Background: an optimization exercise with open tools, aiming at small area, a short achievable clock period and few clock cycles. Do not read the settings as production practice. Only simulation tests tie the RTL to the original design; equivalence was not proved.

<file path="flow/flow/run.sh">
#!/bin/bash
# Standard layout (standard.sh, the standard flow's own ORFS flow) with these changes:
#  - the port buffers are plain buf_1 cells instead of the delay buffers
#    buffer_ports picks by default (every port still gets its buffer);
#  - pins are placed by annealing, with each bit slice's pins kept together
#    (flow/pin_groups.txt, made by gen/make_pin_groups.py);
#  - clock tree synthesis without dummy balancing loads.
# make's full output goes to standard.log; ORFS keeps each step's log under orfs/logs.
export BUFFER_PORTS_ARGS="-buffer_cell sky130_fd_sc_hd__buf_1"
export PLACE_PINS_ARGS="-annealing $(cat flow/pin_groups.txt)"
export CTS_ARGS="-sink_clustering_enable -repair_clock_nets -dont_use_dummy_load"
bash standard.sh > standard.log 2>&1
</file>
<file path="flow/flow/pin_groups.txt">
-group_pins {in_pe[0] in_pe[62] in_pe[124] in_pe[186] in_pe[248] in_pe[310] in_pe[372] in_pe[434] out_beat[0] out_beat[45] out_beat[90] out_beat[135]} -group_pins {in_pe[1] in_pe[63] in_pe[125] in_pe[187] in_pe[249] in_pe[311] in_pe[373] in_pe[435] out_beat[1] out_beat[46] out_beat[91] out_beat[136]} -group_pins {in_pe[2] in_pe[64] in_pe[126] in_pe[188] in_pe[250] in_pe[312] in_pe[374] in_pe[436] out_beat[2] out_beat[47] out_beat[92] out_beat[137]} -group_pins {in_pe[3] in_pe[65] in_pe[127] in_pe[189] in_pe[251] in_pe[313] in_pe[375] in_pe[437] out_beat[3] out_beat[48] out_beat[93] out_beat[138]} -group_pins {in_pe[4] in_pe[66] in_pe[128] in_pe[190] in_pe[252] in_pe[314] in_pe[376] in_pe[438] out_beat[4] out_beat[49] out_beat[94] out_beat[139]} -group_pins {in_pe[5] in_pe[67] in_pe[129] in_pe[191] in_pe[253] in_pe[315] in_pe[377] in_pe[439] out_beat[5] out_beat[50] out_beat[95] out_beat[140]} -group_pins {in_pe[6] in_pe[68] in_pe[130] in_pe[192] in_pe[254] in_pe[316] in_pe[378] in_pe[440] out_beat[6] out_beat[51] out_beat[96] out_beat[141]} -group_pins {in_pe[7] in_pe[69] in_pe[131] in_pe[193] in_pe[255] in_pe[317] in_pe[379] in_pe[441] out_beat[7] out_beat[52] out_beat[97] out_beat[142]} -group_pins {in_pe[8] in_pe[70] in_pe[132] in_pe[194] in_pe[256] in_pe[318] in_pe[380] in_pe[442] out_beat[8] out_beat[53] out_beat[98] out_beat[143]} -group_pins {in_pe[9] in_pe[71] in_pe[133] in_pe[195] in_pe[257] in_pe[319] in_pe[381] in_pe[443] out_beat[9] out_beat[54] out_beat[99] out_beat[144]} -group_pins {in_pe[10] in_pe[72] in_pe[134] in_pe[196] in_pe[258] in_pe[320] in_pe[382] in_pe[444] out_beat[10] out_beat[55] out_beat[100] out_beat[145]} -group_pins {in_pe[11] in_pe[73] in_pe[135] in_pe[197] in_pe[259] in_pe[321] in_pe[383] in_pe[445] out_beat[11] out_beat[56] out_beat[101] out_beat[146]} -group_pins {in_pe[12] in_pe[74] in_pe[136] in_pe[198] in_pe[260] in_pe[322] in_pe[384] in_pe[446] out_beat[12] out_beat[57] out_beat[102] out_beat[147]} -group_pins {in_pe[13] in_pe[75] in_pe[137] in_pe[199] in_pe[261] in_pe[323] in_pe[385] in_pe[447] out_beat[13] out_beat[58] out_beat[103] out_beat[148]} -group_pins {in_pe[14] in_pe[76] in_pe[138] in_pe[200] in_pe[262] in_pe[324] in_pe[386] in_pe[448] out_beat[14] out_beat[59] out_beat[104] out_beat[149]} -group_pins {in_pe[15] in_pe[77] in_pe[139] in_pe[201] in_pe[263] in_pe[325] in_pe[387] in_pe[449] out_beat[15] out_beat[60] out_beat[105] out_beat[150]} -group_pins {in_pe[16] in_pe[78] in_pe[140] in_pe[202] in_pe[264] in_pe[326] in_pe[388] in_pe[450] out_beat[16] out_beat[61] out_beat[106] out_beat[151]} -group_pins {in_pe[17] in_pe[79] in_pe[141] in_pe[203] in_pe[265] in_pe[327] in_pe[389] in_pe[451] out_beat[17] out_beat[62] out_beat[107] out_beat[152]} -group_pins {in_pe[18] in_pe[80] in_pe[142] in_pe[204] in_pe[266] in_pe[328] in_pe[390] in_pe[452] out_beat[18] out_beat[63] out_beat[108] out_beat[153]} -group_pins {in_pe[19] in_pe[81] in_pe[143] in_pe[205] in_pe[267] in_pe[329] in_pe[391] in_pe[453] out_beat[19] out_beat[64] out_beat[109] out_beat[154]} -group_pins {in_pe[20] in_pe[82] in_pe[144] in_pe[206] in_pe[268] in_pe[330] in_pe[392] in_pe[454] out_beat[20] out_beat[65] out_beat[110] out_beat[155]} -group_pins {in_pe[21] in_pe[83] in_pe[145] in_pe[207] in_pe[269] in_pe[331] in_pe[393] in_pe[455] out_beat[21] out_beat[66] out_beat[111] out_beat[156]} -group_pins {in_pe[22] in_pe[84] in_pe[146] in_pe[208] in_pe[270] in_pe[332] in_pe[394] in_pe[456] out_beat[22] out_beat[67] out_beat[112] out_beat[157]} -group_pins {in_pe[23] in_pe[85] in_pe[147] in_pe[209] in_pe[271] in_pe[333] in_pe[395] in_pe[457] out_beat[23] out_beat[68] out_beat[113] out_beat[158]} -group_pins {in_pe[24] in_pe[86] in_pe[148] in_pe[210] in_pe[272] in_pe[334] in_pe[396] in_pe[458] out_beat[24] out_beat[69] out_beat[114] out_beat[159]} -group_pins {in_pe[25] in_pe[87] in_pe[149] in_pe[211] in_pe[273] in_pe[335] in_pe[397] in_pe[459] out_beat[25] out_beat[70] out_beat[115] out_beat[160]} -group_pins {in_pe[26] in_pe[88] in_pe[150] in_pe[212] in_pe[274] in_pe[336] in_pe[398] in_pe[460] out_beat[26] out_beat[71] out_beat[116] out_beat[161]} -group_pins {in_pe[27] in_pe[89] in_pe[151] in_pe[213] in_pe[275] in_pe[337] in_pe[399] in_pe[461] out_beat[27] out_beat[72] out_beat[117] out_beat[162]} -group_pins {in_pe[28] in_pe[90] in_pe[152] in_pe[214] in_pe[276] in_pe[338] in_pe[400] in_pe[462] out_beat[28] out_beat[73] out_beat[118] out_beat[163]} -group_pins {in_pe[29] in_pe[91] in_pe[153] in_pe[215] in_pe[277] in_pe[339] in_pe[401] in_pe[463] out_beat[29] out_beat[74] out_beat[119] out_beat[164]} -group_pins {in_pe[30] in_pe[92] in_pe[154] in_pe[216] in_pe[278] in_pe[340] in_pe[402] in_pe[464] out_beat[30] out_beat[75] out_beat[120] out_beat[165]} -group_pins {in_pe[31] in_pe[93] in_pe[155] in_pe[217] in_pe[279] in_pe[341] in_pe[403] in_pe[465] out_beat[31] out_beat[76] out_beat[121] out_beat[166]} -group_pins {in_pe[32] in_pe[94] in_pe[156] in_pe[218] in_pe[280] in_pe[342] in_pe[404] in_pe[466] out_beat[32] out_beat[77] out_beat[122] out_beat[167]} -group_pins {in_pe[33] in_pe[95] in_pe[157] in_pe[219] in_pe[281] in_pe[343] in_pe[405] in_pe[467] out_beat[33] out_beat[78] out_beat[123] out_beat[168]} -group_pins {in_pe[34] in_pe[96] in_pe[158] in_pe[220] in_pe[282] in_pe[344] in_pe[406] in_pe[468] out_beat[34] out_beat[79] out_beat[124] out_beat[169]} -group_pins {in_pe[35] in_pe[97] in_pe[159] in_pe[221] in_pe[283] in_pe[345] in_pe[407] in_pe[469] out_beat[35] out_beat[80] out_beat[125] out_beat[170]} -group_pins {in_pe[36] in_pe[98] in_pe[160] in_pe[222] in_pe[284] in_pe[346] in_pe[408] in_pe[470] out_beat[36] out_beat[81] out_beat[126] out_beat[171]} -group_pins {in_pe[37] in_pe[99] in_pe[161] in_pe[223] in_pe[285] in_pe[347] in_pe[409] in_pe[471] out_beat[37] out_beat[82] out_beat[127] out_beat[172]} -group_pins {in_pe[38] in_pe[100] in_pe[162] in_pe[224] in_pe[286] in_pe[348] in_pe[410] in_pe[472] out_beat[38] out_beat[83] out_beat[128] out_beat[173]} -group_pins {in_pe[39] in_pe[101] in_pe[163] in_pe[225] in_pe[287] in_pe[349] in_pe[411] in_pe[473] out_beat[39] out_beat[84] out_beat[129] out_beat[174]} -group_pins {in_pe[40] in_pe[102] in_pe[164] in_pe[226] in_pe[288] in_pe[350] in_pe[412] in_pe[474] out_beat[40] out_beat[85] out_beat[130] out_beat[175]} -group_pins {in_pe[41] in_pe[103] in_pe[165] in_pe[227] in_pe[289] in_pe[351] in_pe[413] in_pe[475] out_beat[41] out_beat[86] out_beat[131] out_beat[176]} -group_pins {in_pe[42] in_pe[104] in_pe[166] in_pe[228] in_pe[290] in_pe[352] in_pe[414] in_pe[476] out_beat[42] out_beat[87] out_beat[132] out_beat[177]} -group_pins {in_pe[43] in_pe[105] in_pe[167] in_pe[229] in_pe[291] in_pe[353] in_pe[415] in_pe[477] out_beat[43] out_beat[88] out_beat[133] out_beat[178]} -group_pins {in_pe[47] in_pe[109] in_pe[171] in_pe[233] in_pe[295] in_pe[357] in_pe[419] in_pe[481] out_beat[215]} -group_pins {in_pe[48] in_pe[110] in_pe[172] in_pe[234] in_pe[296] in_pe[358] in_pe[420] in_pe[482] out_beat[216]} -group_pins {in_pe[49] in_pe[111] in_pe[173] in_pe[235] in_pe[297] in_pe[359] in_pe[421] in_pe[483] out_beat[217]} -group_pins {in_pe[50] in_pe[112] in_pe[174] in_pe[236] in_pe[298] in_pe[360] in_pe[422] in_pe[484] out_beat[218]} -group_pins {in_pe[51] in_pe[113] in_pe[175] in_pe[237] in_pe[299] in_pe[361] in_pe[423] in_pe[485] out_beat[219]} -group_pins {in_pe[52] in_pe[114] in_pe[176] in_pe[238] in_pe[300] in_pe[362] in_pe[424] in_pe[486] out_beat[220]} -group_pins {in_pe[53] in_pe[115] in_pe[177] in_pe[239] in_pe[301] in_pe[363] in_pe[425] in_pe[487] out_beat[221]} -group_pins {in_pe[54] in_pe[116] in_pe[178] in_pe[240] in_pe[302] in_pe[364] in_pe[426] in_pe[488] out_beat[222]} -group_pins {in_pe[55] in_pe[117] in_pe[179] in_pe[241] in_pe[303] in_pe[365] in_pe[427] in_pe[489] out_beat[223]} -group_pins {in_pe[56] in_pe[118] in_pe[180] in_pe[242] in_pe[304] in_pe[366] in_pe[428] in_pe[490] out_beat[224]} -group_pins {in_pe[57] in_pe[119] in_pe[181] in_pe[243] in_pe[305] in_pe[367] in_pe[429] in_pe[491] out_beat[225]} -group_pins {in_pe[58] in_pe[120] in_pe[182] in_pe[244] in_pe[306] in_pe[368] in_pe[430] in_pe[492] out_beat[226]} -group_pins {in_pe[59] in_pe[121] in_pe[183] in_pe[245] in_pe[307] in_pe[369] in_pe[431] in_pe[493] out_beat[227]} -group_pins {in_pe[60] in_pe[122] in_pe[184] in_pe[246] in_pe[308] in_pe[370] in_pe[432] in_pe[494] out_beat[228]} -group_pins {in_data[0] out_beat[180]} -group_pins {in_data[1] out_beat[181]} -group_pins {in_data[2] out_beat[182]} -group_pins {in_data[3] out_beat[183]} -group_pins {in_data[4] out_beat[184]} -group_pins {in_data[5] out_beat[185]} -group_pins {in_data[6] out_beat[186]} -group_pins {in_data[7] out_beat[187]} -group_pins {in_data[8] out_beat[188]} -group_pins {in_data[9] out_beat[189]} -group_pins {in_data[10] out_beat[190]} -group_pins {in_data[11] out_beat[191]} -group_pins {in_data[12] out_beat[192]} -group_pins {in_data[13] out_beat[193]} -group_pins {in_data[14] out_beat[194]} -group_pins {in_data[15] out_beat[195]} -group_pins {in_data[16] out_beat[196]} -group_pins {in_data[17] out_beat[197]} -group_pins {in_data[18] out_beat[198]} -group_pins {in_data[19] out_beat[199]} -group_pins {in_data[20] out_beat[200]} -group_pins {in_data[21] out_beat[201]} -group_pins {in_data[22] out_beat[202]} -group_pins {in_data[23] out_beat[203]} -group_pins {in_data[24] out_beat[204]} -group_pins {in_data[25] out_beat[205]} -group_pins {in_data[26] out_beat[206]} -group_pins {in_data[27] out_beat[207]} -group_pins {in_data[28] out_beat[208]} -group_pins {in_data[29] out_beat[209]} -group_pins {in_data[30] out_beat[210]} -group_pins {in_data[31] out_beat[211]}
</file>
<file path="flow/standard.sh">
#!/bin/bash
# synth_recipe.tcl (not shown) runs the flow's synth.tcl, then flattens the netlist and writes it again
# the make line also repeats each setting of config.mk as NAME=value (left out here)
make -C /OpenROAD-flow-scripts/flow DESIGN_CONFIG=/design/flow/config.mk WORK_HOME=/design/flow/orfs CLKGATE_MAP_FILE= SYNTH_SCRIPT=/design/flow/synth_recipe.tcl "${@:-finish}"
</file>
<file path="flow/config.mk">
export PLATFORM = sky130hd
export DESIGN_NAME = reorder_crossbar
export DESIGN_NICKNAME = reorder_crossbar
export VERILOG_FILES = /design/flow/design.v
export SDC_FILE = /design/flow/constraint.sdc
export NUM_CORES = 4
export LEC_CHECK = 0
export CAP_MARGIN = 20
export CELL_PAD_IN_SITES_DETAIL_PLACEMENT = 2
export CELL_PAD_IN_SITES_GLOBAL_PLACEMENT = 2
export CORE_AREA = 3 3 262 262
export DIE_AREA = 0 0 265 265
export PLACE_DENSITY = 0.45
export SETUP_SLACK_MARGIN = 2.0
export SLEW_MARGIN = 20
export SYNTH_HIERARCHICAL = 1
export TNS_END_PERCENT = 0
</file>
<file path="flow/constraint.sdc">
create_clock -name core_clock -period 4.0 [get_ports {clk}]
set_input_delay 0.8000 -clock core_clock [delete_from_list [all_inputs] [get_ports {clk}]]
set_output_delay 0.8000 -clock core_clock [all_outputs]
set_load 0.01 [all_outputs]
</file>
<file path="flow/design.v">
`timescale 1ns/1ps
`default_nettype none
module xbar_aoi3 (
    input  logic [2:0] a,
    input  logic [2:0] b,
    output logic       y_n
);
    assign y_n = !((a[0] & b[0]) | (a[1] & b[1]) | (a[2] & b[2]));
endmodule
module xbar_aoi2 (
    input  logic [1:0] a,
    input  logic [1:0] b,
    output logic       y_n
);
    assign y_n = !((a[0] & b[0]) | (a[1] & b[1]));
endmodule
module xbar_bit (
    input  logic [7:0] en,
    input  logic [7:0] d,
    input  logic       hold,
    input  logic       q,
    output logic       nxt
);
    logic [2:0] t_n;
    xbar_aoi3 u_t0 (.a(en[2:0]), .b(d[2:0]), .y_n(t_n[0]));
    xbar_aoi3 u_t1 (.a(en[5:3]), .b(d[5:3]), .y_n(t_n[1]));
    xbar_aoi3 u_t2 (.a({hold, en[7:6]}), .b({q, d[7:6]}), .y_n(t_n[2]));
    assign nxt = !(&t_n);
endmodule
module xbar_hold_bit (
    input  logic load,
    input  logic d,
    input  logic hold,
    input  logic q,
    output logic nxt
);
    assign nxt = (load & d) | (hold & q);
endmodule
`default_nettype wire
`default_nettype none
module xbar_ready (
    input  logic out_valid,
    input  logic out_ready,
    output logic ready
);
    assign ready = !out_valid || out_ready;
endmodule
`default_nettype wire
`timescale 1ns/1ps
`default_nettype none
module reorder_crossbar (
    input  logic                                clk,
    input  logic                                arst_n,
    input  logic                                in_valid,
    input  logic [8*(16 + 2 + (2 * (16 + 4 + 2)))-1:0]       in_pe,
    input  logic [4*8-1:0]      in_data,
    output logic                                in_ready,
    output logic                                out_valid,
    output logic [((16 + 1 + 4 * 8) + 4 * ((2 * (16 + 4 + 2)) + 1))-1:0]                  out_beat,
    input  logic                                out_ready
);
    localparam int NPE    = 8;
    localparam int HIW    = 4;
    localparam int HIWL   = 2;
    localparam int AW     = 16;
    localparam int ROW_W  = (2 * (16 + 4 + 2));
    localparam int PE_W   = (16 + 2 + (2 * (16 + 4 + 2)));
    localparam int LANE_W = ((2 * (16 + 4 + 2)) + 1);
    localparam int DW     = HIW * 8;
    logic load;
    logic hold;
    xbar_ready u_load  (.out_valid(out_valid), .out_ready(out_ready), .ready(load));
    xbar_ready u_ready (.out_valid(out_valid), .out_ready(out_ready), .ready(in_ready));
    assign hold = !load;
    logic [HIW-1:0] sel [NPE];
    logic [NPE-1:0] act;
    always_comb begin
        for (int i = 0; i < NPE; i++) begin
            act[i] = load && in_pe[i*PE_W + PE_W - 1];
            for (int j = 0; j < HIW; j++) begin
                sel[i][j] = act[i] &&
                    (in_pe[i*PE_W + ROW_W + 1 +: HIWL] == HIWL'(j));
            end
        end
    end
    logic [AW-1:HIWL]     head_q, head_d;
    logic                 delim_q, delim_d;
    logic [DW-1:0]        data_q, data_d;
    logic [HIW-1:0]       rv_q, rv_d;
    logic [ROW_W-1:0]     row_q [HIW];
    logic [ROW_W-1:0]     row_d [HIW];
    logic [NPE-1:0]       lane_en  [HIW];
    logic [NPE-1:0]       row_bits [ROW_W];
    logic [NPE-1:0]       head_bits [AW];
    logic [NPE-1:0]       delim_bits;
    always_comb begin
        for (int i = 0; i < NPE; i++) begin
            for (int j = 0; j < HIW; j++) lane_en[j][i] = sel[i][j];
            for (int b = 0; b < ROW_W; b++) row_bits[b][i] = in_pe[i*PE_W + b];
            for (int b = 0; b < AW; b++) head_bits[b][i] = in_pe[i*PE_W + ROW_W + 1 + b];
            delim_bits[i] = in_pe[i*PE_W + ROW_W];
        end
    end
    for (genvar b = HIWL; b < AW; b++) begin : g_head
        xbar_bit u_bit (
            .en(act), .d(head_bits[b]), .hold(hold), .q(head_q[b]), .nxt(head_d[b]));
    end
    xbar_bit u_delim (
        .en(act), .d(delim_bits), .hold(hold), .q(delim_q), .nxt(delim_d));
    for (genvar j = 0; j < HIW; j++) begin : g_lane
        assign rv_d[j] = (hold & rv_q[j]) | (|lane_en[j]);
        for (genvar b = 0; b < ROW_W; b++) begin : g_row
            xbar_bit u_bit (
                .en(lane_en[j]), .d(row_bits[b]), .hold(hold), .q(row_q[j][b]),
                .nxt(row_d[j][b]));
        end
    end
    for (genvar b = 0; b < DW; b++) begin : g_data
        xbar_hold_bit u_bit (
            .load(load), .d(in_data[b]), .hold(hold), .q(data_q[b]), .nxt(data_d[b]));
    end
    always_ff @(posedge clk or negedge arst_n) begin
        if (!arst_n) begin
            out_valid <= 1'b0;
        end else if (load) begin
            out_valid <= in_valid;
        end
    end
    always_ff @(posedge clk) begin
        head_q  <= head_d;
        delim_q <= delim_d;
        data_q  <= data_d;
        rv_q    <= rv_d;
        for (int j = 0; j < HIW; j++) row_q[j] <= row_d[j];
    end
    always_comb begin
        out_beat[((16 + 1 + 4 * 8) + 4 * ((2 * (16 + 4 + 2)) + 1))-1 -: AW-HIWL]   = head_q;
        out_beat[((16 + 1 + 4 * 8) + 4 * ((2 * (16 + 4 + 2)) + 1))-AW +: HIWL]       = '0;
        out_beat[DW + HIW*LANE_W]        = delim_q;
        out_beat[HIW*LANE_W +: DW]       = data_q;
        for (int j = 0; j < HIW; j++)
            out_beat[j*LANE_W +: LANE_W] = {rv_q[j], row_q[j]};
    end
endmodule
`default_nettype wire
</file>
==> summary.md, run 1 <==
| Metric | Value |
|---|---|
| Outcome | `aborted with a tool error` |
| Stopping stage | `3_2_place_iop` |
| Halt Reason | `[ERROR PPL-0107] Invalid pin placement.` |
| Synth top cells by count | `a222oi_1 (573), dfxtp_1 (227), nand3_1 (193)` |
| Die Y | `265 um` |
| Synth Area per Inst | `11.0 um2` |
| Flops & latches, synth | `228` |
| Post-synth cell types | `31` |
| Post-synthesis sequential area ratio | `37.7%` |
| Number of synthesized flops with an enable pin | `0` |
| Cells after Synth | `1105` |
| Most frequent cell after synthesis | `a222oi_1` |
| Top post-synthesis cells by area | `a222oi_1 (47%), dfxtp_1 (37%), nand3_1 (8.0%)` |
| # rows | `94` |
| Area leader, netlist | `a222oi_1` |
| Initial core utilization | `between 10% and 20%` |
| Width of the die | `265 um` |
| Cell area after synthesis | `12100 um2` |
| Synth warn | `18` |
| Async S/R FF share, synth | `less than 1%` |
| Top FF cell, synth | `dfxtp_1` |
| Post-synth top area share | `47.3%` |
## Yosys stat by module (local to each module, per instance)
module | area [um2] | times used | cells inside | flops+latches
xbar_aoi3 | 10.0 | 573 | 1 | 0
reorder_crossbar | 5140 | 1 | 307 | 228
xbar_ready | 6.26 | 2 | 1 | 0
xbar_hold_bit | 8.76 | 32 | 1 | 0
xbar_bit | 5.00 | 191 | 1 | 0
## logic make-up after synthesis
logic type	share of synthesized area, %
AO/OA/AOI/OAI	49.8
AND/OR/NAND/NOR	11.7
buffers and inverters	0.774
other	0.0309
multiplexers	0.0929
flip-flops	37.7
Testbench counts, summed over its fixed seeds: cycles 9,200.
==> run 2: changes to the inputs <==
--- a/flow/flow/run.sh
+++ b/flow/flow/run.sh
@@ -6,3 +6,4 @@
 #    (flow/pin_groups.txt, made by gen/make_pin_groups.py);
-#  - clock tree synthesis without dummy balancing loads.
+#  - clock tree synthesis without dummy balancing loads, with sink clusters
+#    of up to 30 registers within 200 um.
 # make's full output goes to standard.log; ORFS keeps each step's log under orfs/logs.
@@ -10,3 +11,3 @@
 export PLACE_PINS_ARGS="-annealing $(cat flow/pin_groups.txt)"
-export CTS_ARGS="-sink_clustering_enable -repair_clock_nets -dont_use_dummy_load"
+export CTS_ARGS="-sink_clustering_enable -repair_clock_nets -dont_use_dummy_load -sink_clustering_size 30 -sink_clustering_max_diameter 200"
 bash standard.sh > standard.log 2>&1
==> run 2 against run 1 <==
Synthesized cell count is the same. The run again fails in 3_2_place_iop. Area after synthesis stayed put.
==> summary.md, run 2 <==
| Metric | Value |
|---|---|
| Halt Reason | `[ERROR PPL-0107] Invalid pin placement. (unchanged)` |
| Post-synth top area share | `47.3% (unchanged)` |
| Synth warn | `18 (unchanged)` |
| Outcome | `aborted with a tool error (unchanged)` |
| Die Y | `265 um (unchanged)` |
| Synth Area per Inst | `11.0 um2 (unchanged)` |
| Flops & latches, synth | `228 (unchanged)` |
| Top FF cell, synth | `dfxtp_1 (unchanged)` |
| Cells after Synth | `1105 (unchanged)` |
| Initial core utilization | `18.3% (unchanged)` |
| Async S/R FF share, synth | `0.439% (unchanged)` |
| Width of the die | `265 um (unchanged)` |
| Number of synthesized flops with an enable pin | `0 (unchanged)` |
| Post-synthesis sequential area ratio | `37.7% (unchanged)` |
| Stopping stage | `3_2_place_iop (unchanged)` |
| Cell area after synthesis | `12100 um2 (unchanged)` |
| Synth top cells by count | `a222oi_1 (573), dfxtp_1 (227), nand3_1 (193) (unchanged)` |
| Area leader, netlist | `a222oi_1 (unchanged)` |
| # rows | `94 (unchanged)` |
| Top post-synthesis cells by area | `a222oi_1 (47%), dfxtp_1 (37%), nand3_1 (8.0%) (unchanged)` |
| Most frequent cell after synthesis | `a222oi_1 (unchanged)` |
| Post-synth cell types | `31 (unchanged)` |
## run 2: modules after synthesis (local to each module, per instance)
| module | copies in the design | flops+latches | cells |
|---|---|---|---|
| reorder_crossbar | 1 | 228 | 307 |
| xbar_aoi3 | 573 | 0 | 1 |
| xbar_hold_bit | 32 | 0 | 1 |
| xbar_ready | 2 | 0 | 1 |
| xbar_bit | 191 | 0 | 1 |
## run 2: logic make-up after synthesis
group           after synthesis  synth area share [%]
compound gates              607                  49.8
buf+inv                      19                 0.774
flops                       228                  37.7
mux                           1                0.0929
other cells                   1                0.0309
simple gates                249                  11.7
